From an optimization exercise on the open Yosys and OpenROAD flow, aimed at small area and a short achievable clock period; shortcuts taken in it are not production practice.
The RTL was checked by simulation tests, not by an equivalence proof against the original design.

// processor
module processor (
   input  logic        clk,
   input  logic        rst_n,
   input  logic        boot_done,
   output logic [11:0] status,
   output logic [15:0] instr_ptr,
   input  logic        instr_valid,
   input  logic [31:0] cur_instr,
   output logic        cache_wr_en,
   output logic [15:0] cache_wr_addr,
   output logic [15:0] cache_wr_data,
   input  logic        cache_wr_done,
   output logic        cache_rd_en,
   output logic [15:0] cache_rd_addr,
   input  logic [15:0] cache_rd_data,
   input  logic        cache_rd_done
);
   logic ex, ww, rw, hl;
   logic [7:0]  bad_op;
   logic [15:0] vld;
   logic [15:0] regs [16];
   logic [3:0]  ld_idx;    
   logic        pv;        
   logic        fp;        
   logic [3:0]  f_q;       
   logic        c_sub, c_add, c_tst, c_shl, c_sra;
   logic        c_b, c_and, c_or, c_xor, c_sl, c_sr, c_sum;
   logic [3:0]  p_idx;
   logic [15:0] p_a, p_b;
   wire [7:0]  op  = cur_instr[31:24];
   wire [3:0]  r1  = cur_instr[19:16];
   wire [3:0]  r2  = cur_instr[11:8];
   wire [15:0] imm = cur_instr[15:0];
   wire [15:0] tgt = cur_instr[23:8];
   wire accept   = ex & instr_valid;
   wire op_hi0   = (op[7:5] == 3'b000);
   wire invalid  = op[7] | op[6] | (op[5] & (op[4:0] != 5'd0));
   wire is_load  = op_hi0 & ((op[4:0] == 5'd1) | (op[4:0] == 5'd2));
   wire is_store = op_hi0 & ((op[4:0] == 5'd15) | (op[4:0] == 5'd16));
   wire is_wop   = op_hi0 & ~op[4] & (op[3:0] >= 4'd3) & (op[3:0] <= 4'd12);
   wire is_fop   = op_hi0 & ~op[4] & ((op[3:0] == 4'd5) | (op[3:0] == 4'd6) |
                                      (op[3:0] == 4'd13) | (op[3:0] == 4'd14));
   wire wr_issue = accept & is_store & cache_wr_done;
   wire rd_issue = accept & is_load & cache_rd_done;
   wire stall    = accept & ((is_store & ~cache_wr_done) | (is_load & ~cache_rd_done));
   wire rd_fin   = rw & cache_rd_done & ~cache_rd_en;
   wire wr_fin   = ww & cache_wr_done & ~cache_wr_en;
   logic [15:0] p_res;
   logic [15:0] ra_q, rb_q;
   always_comb begin
      ra_q = '0;
      rb_q = '0;
      for (int i = 0; i < 16; i++) begin
         ra_q = ra_q | (regs[i] & {16{vld[i] && r1 == 4'(i)}});
         rb_q = rb_q | (regs[i] & {16{vld[i] && r2 == 4'(i)}});
      end
   end
  ...
Size in the first run: about 380 flip-flops, about 130 I/O pins.
==> flow/config.mk <==
export PLATFORM = sky130hd
export DESIGN_NAME = processor
export DESIGN_NICKNAME = processor
export VERILOG_FILES = /design/flow/design.v
export SDC_FILE = /design/flow/constraint.sdc
export NUM_CORES = 4
export LEC_CHECK = 0
export CAP_MARGIN = 20
export CORE_MARGIN = 2
export CORE_UTILIZATION = 65
export CTS_BUF_LIST = sky130_fd_sc_hd__clkbuf_16
export CTS_CLUSTER_DIAMETER = 60
export CTS_CLUSTER_SIZE = 30
export PLACE_DENSITY = 0.75
export SETUP_SLACK_MARGIN = 3.6
export SLEW_MARGIN = 20
==> flow/constraint.sdc <==
create_clock -name core_clock -period 7.0 [get_ports {clk}]
set_input_delay 1.4000 -clock core_clock [delete_from_list [all_inputs] [get_ports {clk}]]
set_output_delay 1.4000 -clock core_clock [all_outputs]
set_load 0.01 [all_outputs]
standard.sh (not shown) runs the stock make flow with config.mk's settings and CLKGATE_MAP_FILE= SYNTH_SCRIPT=/design/flow/synth_recipe.tcl, a recipe that flattens the netlist after the stock synthesis.
==> flow/flow/run.sh <==
#!/bin/bash
# Layout flow: the standard flow (standard.sh) with its standard
# synthesis, unchanged except that the port buffers are plain buffers
# (buf_1) instead of the delay cells buffer_ports picks by default.
# make's output goes to flow_make.log in this folder; each ORFS step keeps
# its own full log under orfs/logs/.
set -euo pipefail
export BUFFER_PORTS_ARGS="-buffer_cell sky130_fd_sc_hd__buf_1"
bash standard.sh finish > flow_make.log 2>&1
test -s out/final.def
Edit:
Settings changed: SETUP_SLACK_MARGIN 3.6 to 3.5.
Worst setup slack loses 0.14 ns.
Clock skew climbs by 0.0081 ns.
Via count stays flat.
Synthesized area stays the same.

## re-timing with driven ports
The results above use ideal ports. As a check the final layouts listed here were re-extracted and re-timed, cells and wires unchanged. Step 1: set_driving_cell puts a clkbuf_16 on clk and a buf_2 on each other input, an assumption about the parent block. Step 2 adds t to the input delays and takes it off the output delays; t is the mean of the earliest and latest rising clock arrival at the registers after step 1. Input paths then give back, and output paths get back, about the clock's delay inside the block. Slacks: ideal / step 1 / step 2; pairs: ideal / step 1.
run	shift t [ns]	setup WS [ns]	clock arrival spread, ns	slew at the worst register clock pin (ns)	worst data-port slew with drivers (ns)
the first run	0.625	3.545 / 3.576 / 2.951	0.027 / 0.028	0.09 / 0.09	0.08
the second run	0.624	3.407 / 3.437 / 2.813	0.036 / 0.036	0.10 / 0.10	0.08
After both steps every run listed still meets setup and hold.
